This is an optimization exercise on Yosys and OpenROAD, whose aim is small area, a short achievable clock period and few clock cycles per item, not a production implementation.
No functional check of the RTL was part of any run shown here.

==> flow/design.v (outline; a module is shown in full before it is edited, if it fits) <==
// module accel_dynamic_magnitude: 1722 lines
module accel_dynamic_magnitude
(
    input  logic        clk,
    input  logic        rst_n,
    input  logic        s_axis_tvalid,
    output logic        s_axis_tready,
    input  logic [47:0] s_axis_tdata,
    output logic        m_axis_tvalid,
    input  logic        m_axis_tready,
    output logic [23:0] m_axis_tdata,
    output logic        m_axis_tuser
);
  // ...
==> flow/run.sh <==
#!/bin/bash
# synth_recipe.tcl (not shown) runs the flow's synth.tcl, then flattens the netlist and writes it again
# the make line also repeats each setting of config.mk as NAME=value (left out here)
make -C /OpenROAD-flow-scripts/flow DESIGN_CONFIG=/design/flow/config.mk WORK_HOME=/design/flow/orfs CLKGATE_MAP_FILE= SYNTH_SCRIPT=/design/flow/synth_recipe.tcl finish
==> flow/config.mk <==
export PLATFORM = sky130hd
export DESIGN_NAME = accel_dynamic_magnitude
export DESIGN_NICKNAME = accel_dynamic_magnitude
export VERILOG_FILES = /design/flow/design.v
export SDC_FILE = /design/flow/constraint.sdc
export NUM_CORES = 4
export LEC_CHECK = 0
export CAP_MARGIN = 50
export CORE_MARGIN = 2
export CORE_UTILIZATION = 60
export PLACE_DENSITY = 0.7
export SETUP_SLACK_MARGIN = 5
export SLEW_MARGIN = 80
==> flow/constraint.sdc <==
create_clock -name core_clock -period 12.0 [get_ports {clk}]
set_input_delay 2.4000 -clock core_clock [delete_from_list [all_inputs] [get_ports {clk}]]
set_output_delay 2.4000 -clock core_clock [all_outputs]
set_load 0.01 [all_outputs]
==> summary.txt, run 1 <==
Run status
The run finished with no timing, DRC or antenna violations.

Logic synthesis
The synthesized netlist devotes 13.93% of its cell area to simple gates. The predominant post-synthesis flop cell is sky130_fd_sc_hd__edfxtp_1. By area the synthesized netlist is led by sky130_fd_sc_hd__edfxtp_1 (29%), sky130_fd_sc_hd__fa_1 (20%), sky130_fd_sc_hd__ha_1 (8.3%), sky130_fd_sc_hd__inv_1 (5.2%), sky130_fd_sc_hd__dfrtp_1 (4.3%). For this run, the number of Yosys warnings is 5. Synthesis produced 5,968 cells.

Dividing the synthesized area by the synthesized cell count gives 10.16 um^2. After synthesis the cells add up to 60,630 um^2. The share of synthesized area spent on multiplexers is 2.045%. After synthesis, the netlist uses 105 different library cells.

Cells and area
After routing the design area is 68,950 um^2. The count of buffers not belonging to the clock network in the layout is 293. Non-clock inverters in the final layout number 849. In the final layout, flip-flops and latches occupy 20,350 um^2. The number of antenna repair diodes is 1. The area used by multi-input combinational logic is 38,040 um^2.

GRT
Global routing used 29.90% of the available tracks. The global routing usage on met2 is 50.80%.

Worst setup path
The worst register-to-register path begins at p10_root17[2]$_DFFE_PN_. Data arrives at the worst endpoint at 6.61 ns. Among all stages on the critical path, the largest delay is contributed by sky130_fd_sc_hd__clkdlybuf4s50_1.

Placement
At the placement stage, the worst setup path has a slack of 5.854 ns.

STA
The final number of hold-violating endpoints was 0. The max-slew violation total from the final report is 0.

Routing
The final layout contains routed wiring with a total length of 153,000 um. For this run, design rule violations remaining after detail routing come to 0. For this block, wires on met1 add up to 63,210 um.

CTS
Clock tree synthesis found a total of 699 sinks. Hold repair after CTS inserted 0 buffers.

Floorplanning
The well-tap cell count is 1,298. The standard cell core area is 100,100 um^2. The area of the die is 103,600 um^2. The floorplan step set the die height to 321.9 um.

Run
Max-cap violations in this run came to 0.

Worst hold path
The path class of the tightest hold or removal check is reg -> reg.
==> run 2: changes to the inputs <==
==> flow/flow/run.sh (new file) <==
#!/bin/bash
set -e
export SETUP_SLACK_MARGIN=${SETUP_SLACK_MARGIN_OVERRIDE:-7.5}
bash standard.sh > standard.log 2>&1
==> flow/standard.sh (new file) <==
#!/bin/bash
# synth_recipe.tcl (not shown) runs the flow's synth.tcl, then flattens the netlist and writes it again
# the make line also repeats each setting of config.mk as NAME=value (left out here)
make -C /OpenROAD-flow-scripts/flow DESIGN_CONFIG=/design/flow/config.mk WORK_HOME=/design/flow/orfs CLKGATE_MAP_FILE= SYNTH_SCRIPT=/design/flow/synth_recipe.tcl "${@:-finish}"
--- a/flow/config.mk
+++ b/flow/config.mk
@@ -7,7 +7,6 @@
 export LEC_CHECK = 0
-export CAP_MARGIN = 50
+export CAP_MARGIN = 20
 export CORE_MARGIN = 2
-export CORE_UTILIZATION = 60
-export PLACE_DENSITY = 0.7
-export SETUP_SLACK_MARGIN = 5
-export SLEW_MARGIN = 80
+export CORE_UTILIZATION = 40
+export PLACE_DENSITY = 0.6
+export SLEW_MARGIN = 20
removed: flow/run.sh
==> run 2 against run 1 <==
Compared with the run above: cell count increased by 12%; synthesized cell count is the same; core utilization shrank 21 points; count of clock-buffer cells in the layout fell by 11; sequential cell count is the same.
==> summary.txt, run 2 <==
Run status
The run finished with no timing, DRC or antenna violations.

Routing
The number of search-and-repair iterations in the first detailed-routing pass is 6. In the routed layout, each cell is associated on average with a via count of 5.283. The total routed wirelength is 166,000 um (+8.5%). The number of remaining DRC errors is 0 (unchanged). The number of violations reported at the end of detailed-routing iteration 0 is 2,849. The final antenna-violating net count is 0. The average routed wire per standard cell is 19.76 um. The detailed router placed 44,388 vias in this run.

CTS
The clock reaches the later pin of the worst-skew pair after 0.70 ns. The hold buffer count at CTS was 0 (unchanged). The clock-pin slew reported for the worst setup and hold paths after clock tree synthesis is 0.06 ns. TritonCTS built the clock tree. The total CTS buffers is 79. The maximum root-to-sink buffer count is 3. The root cell of the clock tree is sky130_fd_sc_hd__clkbuf_16. The H-tree was split into 3 levels. The sink count of the clock tree is 699 (unchanged).

Placement
Summing all placed instances gives a cell area of 63,840 um^2. Summed over all nets, the half-perimeter wirelength after detailed placement is 114,900 um. Buffers placed on the I/O ports in this run total 75. At the end of routability-driven placement, the weighted congestion stood at 0.8679.

Worst setup path
The setup path with the least slack is of type reg -> reg. Walking the worst path, the cells encountered are clkinvlp_4 -> buf_6 -> nor2_2 -> fa_1 -> inv_2 -> fa_2 -> fa_2 -> fa_1 -> inv_1 -> fa_1 -> inv_1 -> fa_2 -> fa_1 -> inv_2 -> fa_2. The largest single stage delay on the critical path is 0.54 ns. The standard cell with the maximum stage delay on the critical path is sky130_fd_sc_hd__fa_1. The data arrival time of the critical path is 5.53 ns (-1.08 ns). The startpoint type of the worst setup path is a register. Grouping stages by cell kind, the critical path spends the most delay in adder cells. The worst setup path is captured at a register. The buffers plus inverters on the worst setup path is 6. The worst endpoint required time is 12.40 ns.

Of all nets on the critical path, the largest fanout is 4.

Logic synthesis
Sorting the synthesized cells by how often they occur yields sky130_fd_sc_hd__inv_1 (842), sky130_fd_sc_hd__nand2_1 (633), sky130_fd_sc_hd__fa_1 (603), sky130_fd_sc_hd__edfxtp_1 (576), sky130_fd_sc_hd__ha_1 (403). The cell taking the most area after synthesis is sky130_fd_sc_hd__edfxtp_1. The synthesized area per cell is 10.16 um^2 (unchanged). The share of async-settable or async-resettable flops after synthesis is 15.88%. The portion of the post-synthesis area used by sequential elements is 33.52%. For this run, the leading register cell type out of synthesis is sky130_fd_sc_hd__edfxtp_1.

The number of synthesis warnings is 5 (unchanged). Sorting the synthesized cells by area gives the leading types as sky130_fd_sc_hd__edfxtp_1 (29%), sky130_fd_sc_hd__fa_1 (20%), sky130_fd_sc_hd__ha_1 (8.3%), sky130_fd_sc_hd__inv_1 (5.2%), sky130_fd_sc_hd__dfrtp_1 (4.3%). The area share of the largest cell type after synthesis is 28.53%. The count of different cell masters after synthesis is 105 (unchanged). The number of standard cells after synthesis is 5,968 (unchanged). The number of flip-flops and latches in the synthesized netlist is 699. The count of flip-flops with a built-in enable after synthesis is 576. The netlist area before placement is 60,630 um^2 (unchanged). The most common cell in the synthesized netlist is sky130_fd_sc_hd__inv_1.

GRT
After global routing the overflow that remains totals 0. The global-route wire length before repair is 254,000 um. For this run, global-route usage on met3 was measured as 3.009%. The total global routing track utilization is 20.78% (-9.1 points). The via count of the first global-routing pass is 45,115. The global routing usage on met2 is 35.74% (-15 points). The layer flagged by global routing as most heavily used is met2. The largest net degree at the start of global routing is 193.

The number of antenna violations at the first check in global routing came to 0. The routing usage on met1 is 26.64%.

Cells and area
The fraction of final layout cells with drive strength greater than 1 is 19.84%. Leaving out fill and tap cells, the most frequent cells in the layout are sky130_fd_sc_hd__inv_1 (719), sky130_fd_sc_hd__nand2_1 (611), sky130_fd_sc_hd__edfxtp_1 (576), sky130_fd_sc_hd__fa_1 (463), sky130_fd_sc_hd__and2_1 (333). At the end of the flow, the number of nets in the layout was 7,383.

Leaving out fill and tap cells, the most frequent cell in the layout is sky130_fd_sc_hd__inv_1. The post-route cell area came to 72,310 um^2 (+4.9%). The number of filler instances in the final layout is 13,578. The number of antenna repair diodes is 0 (-1). In the final layout, the registers with the most flip-flops are acc: 69 flops, p2_cpa_a: 42 flops, p2_cpa_b: 41 flops. The register with the most flip-flops in the layout has 69 of them.

Relative to the synthesized area, the layout overhead comes to 19.26%. The register containing the most flip-flops in the final layout is acc.

STA
The worst path in the final design needs a cycle of 5.134 ns, including I/O delays and setup. The clock arrives with 0.04776 ns of skew. The highest attainable clock frequency is 194.8 MHz. The final sum of negative setup slack is 0 ns. The max-slew violation total from the final report is 0 (unchanged). The final worst-path cycle share is 42.78%. The final number of hold-violating endpoints is 0 (unchanged). The normalized max-slew margin is 28.61%. Setup repair after global routing could not meet its margin everywhere. The count of endpoints failing setup in the final report is 0. The worst hold margin is 0.3975 ns.

For the pin with the worst max-slew slack, the measured transition is 1.071 ns.

Worst hold path
The worst hold path belongs to the class reg -> reg.

Floorplanning
The overall die width is 393.3 um. The area of the die is 154,700 um^2 (+49%). Pin placement for this block handled 79 I/O pins. The starting density of the core is 40.39%. The floorplan has 142 rows. The standard cell core area is 150,100 um^2 (+50%). The die height is 393.3 um (+22%).

Run
The max-cap check violation count is 0 (unchanged).
==> run 2: repair_timing <==
item | in CTS | in global routing
buffers inserted | 195 | 113
endpoints found under the setup margin | 183 | 185
cloned | 14 | 4
pin swaps | 167 | 214
resized for setup | 461 | 410
==> run 2: routing by layer <==
layer  up-vias  routed length, um
met3       336               8315
li1      20718                  -
met5         -                  0
met4         0               6519
met2      1180              81280
met1     22154              69930
==> run 2: path summary, 6_finish.rpt <==
path / depth (start not counted) / endpoint / slack, ns / start
min: 0 / p5_sr7[22]$_DFFE_PN_ / 0.40 / p4_sr5[22]$_DFFE_PN_
min in group asynchronous: 1 / v7$_DFFE_PN0N_ / 1.77 / rst_n
min reg2reg: 0 / p5_sr7[22]$_DFFE_PN_ / 0.40 / p4_sr5[22]$_DFFE_PN_
max reg2reg: 15 / p2_cpa_b[24]$_DFFE_PN_ / 6.87 / p1_dh0[12]$_DFFE_PN_
max in group asynchronous: 2 / acc[1][2]$_DFFE_PN0P_ / 8.82 / rst_n
max: 15 / p2_cpa_b[24]$_DFFE_PN_ / 6.87 / p1_dh0[12]$_DFFE_PN_
==> run 2: logic make-up (layout without fill, tap and decap cells) <==
logic type / after synthesis / in the layout / synth area share (%)
AOI/OAI and AO/OA: 1044 / 1044 / 11.17
xor gates and xnor gates: 312 / 312 / 4.507
adders and majority gates: 1006 / 1006 / 28.23
buffers and inverters: 1050 / 1461 / 6.597
DFF: 699 / 699 / 33.52
muxes: 113 / 113 / 2.045
other: 1 / 3 / 0.006185
and+or+nand+nor: 1743 / 1748 / 13.93
==> run 2: per-stage QoR <==
stage          utilization, %  instances  setup WS (ns)
6_report                48.16       8402          6.866
5_1_grt                 48.16       8402          6.774
4_1_cts                 46.44       8285          6.884
3_5_place_dp            42.52       7934          6.157
3_3_place_gp            42.51       7933          6.198
2_1_floorplan               -       5970          3.068
==> run 2: worst reg2reg max path: stages, from the launching register on <==
cell and delay (ns):
sky130_fd_sc_hd__edfxtp_1 0.45, sky130_fd_sc_hd__clkinvlp_4 0.30, sky130_fd_sc_hd__buf_6 0.21, sky130_fd_sc_hd__nor2_2 0.10, sky130_fd_sc_hd__fa_1 0.45, sky130_fd_sc_hd__inv_2 0.07, sky130_fd_sc_hd__fa_2 0.43, sky130_fd_sc_hd__fa_2 0.38
sky130_fd_sc_hd__fa_1 0.54, sky130_fd_sc_hd__inv_1 0.05, sky130_fd_sc_hd__fa_1 0.47, sky130_fd_sc_hd__inv_1 0.05, sky130_fd_sc_hd__fa_2 0.36, sky130_fd_sc_hd__fa_1 0.53, sky130_fd_sc_hd__inv_2 0.04, sky130_fd_sc_hd__fa_2 0.41
==> run 2: final cells by class <==
type	count	area, um^2	area share, %
timing repair inverter	2	15.01	0.02076
clock inverter	44	416.7	0.5762
clock buffer	98	2098	2.902
multi-input combinational	4226	39220	54.23
timing repair buffer	468	4438	6.137
inverter	849	3256	4.502
tap	2016	2522	3.488
sequential	699	20350	28.14
==> run 3: changes to the inputs <==
--- a/flow/config.mk
+++ b/flow/config.mk
@@ -7,2 +7,3 @@
 export LEC_CHECK = 0
+export ABC_AREA = 1
 export CAP_MARGIN = 20
==> run 3 against run 2 <==
Compared with the run above: sequential cell count unchanged; synthesized cell count up 23%; clock skew down 0.0057 ns.
==> summary.txt, run 3 <==
STA
The pin slew with the least headroom to its limit was 1.055 ns (-0.01590 ns). The final number of hold-violating endpoints is 0 (unchanged). The final worst-path cycle share is 41.77% (-1.0 points). The highest attainable clock frequency is 199.5 MHz (+2.4%). The maximum clock skew at final layout is 0.04202 ns (-0.005737 ns). The count of endpoints failing setup in the final report is 0 (unchanged). Setup repair after global routing could not meet its margin everywhere. The normalized max-slew margin came to 29.67% (+1.1 points). The worst hold margin is 0.4133 ns (+0.01582 ns).

The final sum of negative setup slack is 0 ns (unchanged). The max-slew violation total from the final report is 0 (unchanged). The minimum period implied by the final worst setup slack is 5.013 ns (-0.1210 ns).

The final worst-path setup slack is 6.987 ns (+0.1210 ns).

Logic synthesis
The synthesized area per cell is 8.581 um^2 (-16%). The netlist area before placement was 63,000 um^2 (+3.9%). The most common cell in the synthesized netlist is sky130_fd_sc_hd__nand2_1.

The portion of the post-synthesis area used by sequential elements was 32.25% (-1.3 points). The count of different cell masters after synthesis was 64 (-39%). The count of flip-flops with a built-in enable after synthesis was 576 (unchanged). The most used flip-flop cell after synthesis is sky130_fd_sc_hd__edfxtp_1.

The number of synthesis warnings is 5 (unchanged). In the post-synthesis netlist, the biggest area contributors are sky130_fd_sc_hd__edfxtp_1 (27%), sky130_fd_sc_hd__fa_1 (19%), sky130_fd_sc_hd__nand2_1 (11%), sky130_fd_sc_hd__inv_1 (8.9%), sky130_fd_sc_hd__ha_1 (8.0%). The cell taking the most area after synthesis is sky130_fd_sc_hd__edfxtp_1. The number of flip-flops and latches in the synthesized netlist was 699 (unchanged). The area share of the largest cell type after synthesis came to 27.45% (-1.1 points). The number of standard cells after synthesis is 7,342 (+23%). The share of async-settable or async-resettable flops after synthesis is 15.88% (unchanged). After synthesis, the most frequently instantiated cells are sky130_fd_sc_hd__nand2_1 (1,898), sky130_fd_sc_hd__inv_1 (1,501), sky130_fd_sc_hd__fa_1 (603), sky130_fd_sc_hd__edfxtp_1 (576), sky130_fd_sc_hd__ha_1 (403).

Run status
The run finished with no timing, DRC or antenna violations.

GRT
The via count of the first global-routing pass is 50,728 (+12%). The total global routing track utilization came to 22.53% (+1.7 points). The largest net degree at the start of global routing was 120 (-38%).

The global-route wire length before repair is 284,800 um (+12%). The number of antenna violations at the first check in global routing was 0 (unchanged). The overall overflow remaining after global route is 0 (unchanged).

Cells and area
The fraction of the core area covered by cells at the end of the flow came to 45.29% (-2.9 points). The number of nets in the layout is 8,547 (+16%). The top cell types in the final layout, fill and taps aside, are sky130_fd_sc_hd__nand2_1 (1,876), sky130_fd_sc_hd__inv_1 (1,409), sky130_fd_sc_hd__edfxtp_1 (576), sky130_fd_sc_hd__fa_1 (460), sky130_fd_sc_hd__ha_1 (403). The largest registers in the layout are acc: 69 flops, p2_cpa_a: 42 flops, p2_cpa_b: 41 flops. Compared with the post-synthesis result, the final layout area differs by 12.41%. acc holds more flip-flops than any other register. The library cell used most frequently in the layout, excluding fill and tap cells, is sky130_fd_sc_hd__nand2_1. The fraction of final layout cells with drive strength greater than 1 is 9.157% (-11 points).

The number of flip-flops in the largest register is 69 (unchanged).

Floorplanning
The total I/O pin count is 79 (unchanged). The row count is 145 (+2.1%). The area of the die is 160,700 um^2 (+3.9%). The starting density of the core was 40.29% (-0.099 points). The overall die width is 400.9 um (+1.9%). The die height is 400.9 um (+1.9%). The standard cell core area came to 156,400 um^2 (+4.2%).

CTS
The number of H-tree branching levels is 3 (unchanged). The sink count of the clock tree is 699 (unchanged). The maximum root-to-sink buffer count is 3 (unchanged). TritonCTS built the clock tree. The clock-pin slew reported for the worst setup and hold paths after clock tree synthesis came to 0.06 ns (about the same).

The clock latency reported for the late side of the worst-skew pair came to 0.70 ns (about the same). The hold buffer count at CTS is 0 (unchanged). The root cell of the clock tree is sky130_fd_sc_hd__clkbuf_16. The total CTS buffers came to 81 (+2.5%).

Run
The max-cap check violation count is 0 (unchanged).

Worst setup path
STA classifies the critical path endpoint as a register. The data arrival time of the critical path is 5.43 ns (-0.10 ns). The biggest fanout along the worst timing path was 7 (+3). The worst endpoint required time is 12.42 ns (+0.02 ns).

The startpoint type of the worst setup path is a register. By startpoint and endpoint, the worst setup path is classified as reg -> reg.

Routing
The number of search-and-repair iterations in the first detailed-routing pass is 5 (-1). The via count normalized by instance count is 5.121 (-3.1%). The average routed wire per standard cell was 18.91 um (-4.3%). The total routed wirelength is 181,900 um (+9.5%). The number of violations reported at the end of detailed-routing iteration 0 is 3,744 (+31%). The total via count after detailed routing came to 49,246 (+11%).

The final antenna-violating net count is 0 (unchanged). The number of remaining DRC errors is 0 (unchanged).

Placement
The number of port buffers is 75 (unchanged). The weighted congestion reported at the end of routability-driven placement is 0.9390 (+8.2%). The pre-CTS worst setup slack is 6.574 ns (+0.4164 ns). The detailed-placement wirelength estimate was 135,100 um (+18%).

Worst hold path
The min-delay analysis places its worst path in the category reg -> reg.
[run 3: area by class of cell]
type                    count  area (um^2)
diodes                      1        2.502
clock buffers             109         2288
clock inverters            42        440.4
fillers                 15285        85560
inverters                1521         5773
multi-input cells        4925        36700
flip-flops and latches    699        20340
well taps                2058         2575
repair buffers            259         2690
repair inverters            2        15.01
[run 3: routing by layer]
metal	vias up	track usage, %	part of all wire, %
met5	-	0	0
met4	0	7.832	3.7
met3	373	2.959	5.5
met2	1415	39.80	50
met1	24013	28.25	41
li1	23445	-	-
[run 3: critical path, cell delays in order, from the launching register on]
cell and delay [ns]:
sky130_fd_sc_hd__edfxtp_1 0.43, sky130_fd_sc_hd__buf_12 0.17, sky130_fd_sc_hd__nand2_4 0.05, sky130_fd_sc_hd__inv_2 0.03, sky130_fd_sc_hd__fa_1 0.51, sky130_fd_sc_hd__inv_1 0.05, sky130_fd_sc_hd__fa_1 0.49, sky130_fd_sc_hd__inv_2 0.04
sky130_fd_sc_hd__fa_1 0.55, sky130_fd_sc_hd__inv_2 0.06, sky130_fd_sc_hd__fa_1 0.58, sky130_fd_sc_hd__fa_2 0.46, sky130_fd_sc_hd__fa_2 0.35, sky130_fd_sc_hd__fa_1 0.45, sky130_fd_sc_hd__inv_1 0.08, sky130_fd_sc_hd__fa_2 0.42
[run 3: repair_timing]
item | in CTS | in global routing
cloned | 8 | 3
buffers inserted | 82 | 31
setup endpoints to repair | 136 | 150
pin swaps | 70 | 103
resized for setup | 163 | 181
[run 3: cell families (layout without fill, tap and decap cells)]
logic type / count (synthesis) / after routing / share of synthesized area, %
multiplexers: 1 / 1 / 0.01589
AND/OR/NAND/NOR: 2669 / 2669 / 17.35
buffers and inverters: 1721 / 1933 / 10.42
other: 1 / 4 / 0.005952
adder cells (fa/ha/maj): 1006 / 1006 / 27.16
AO/OA/AOI/OAI: 948 / 949 / 8.659
XOR/XNOR: 297 / 297 / 4.129
flip-flops: 699 / 699 / 32.25
[run 3: through the flow]
stage	instance area (um^2)	cells
after floorplan	63370	7344
after global placement	66090	9339
after global routing	70820	9615
after detailed placement	66110	9340
final	70820	9616
after CTS	70170	9581
[run 3: worst paths after layout]
check	from	to	slack, ns	depth (start not counted)
max	p1_dh0[14]$_DFFE_PN_	p2_cpa_b[24]$_DFFE_PN_	6.99	15
min	p4_sr5[4]$_DFFE_PN_	p5_sr7[4]$_DFFE_PN_	0.41	0
max reg2reg	p1_dh0[14]$_DFFE_PN_	p2_cpa_b[24]$_DFFE_PN_	6.99	15
min reg2reg	p4_sr5[4]$_DFFE_PN_	p5_sr7[4]$_DFFE_PN_	0.41	0
max in group asynchronous	rst_n	acc[0][2]$_DFFE_PN0P_	8.84	2
min in group asynchronous	rst_n	cnt[2]$_DFFE_PN0P_	1.80	1

-- static timing again, ports no longer ideal --
How much do the figures lean on ideal ports? The routed layouts below were timed once more, with nothing changed but the port constraints.
Step 1 (the two cells are an assumption about what drives the block):
set clk [get_ports {clk}]
set_driving_cell -lib_cell sky130_fd_sc_hd__clkbuf_16 $clk
set_driving_cell -lib_cell sky130_fd_sc_hd__buf_2 [delete_from_list [all_inputs] $clk]
Step 2 times the ports against the registers' clock, not the clock port: input delays grow and output delays shrink by t, the midpoint of the rising clock arrivals with the driver on.
a / b / c = ideal ports / drivers / drivers and shift; a / b = the first two.
| run | t (ns) | setup WS [ns] | worst hold slack (ns) | slew at the worst register clock pin (ns) |
|---|---|---|---|---|
| run 1 | 0.717 | 5.790 / 5.790 / 5.790 | 0.411 / 0.411 / 0.411 | 0.07 / 0.07 |
| run 2 | 0.756 | 6.866 / 6.866 / 6.828 | 0.398 / 0.398 / 0.398 | 0.07 / 0.07 |
| run 3 | 0.759 | 6.987 / 6.987 / 6.987 | 0.413 / 0.413 / 0.413 | 0.07 / 0.07 |
After both steps setup and hold are still met in every run listed. The setup slack of run 2, which loses most, moves by 0.000 ns with the drivers and by -0.038 ns with both steps.
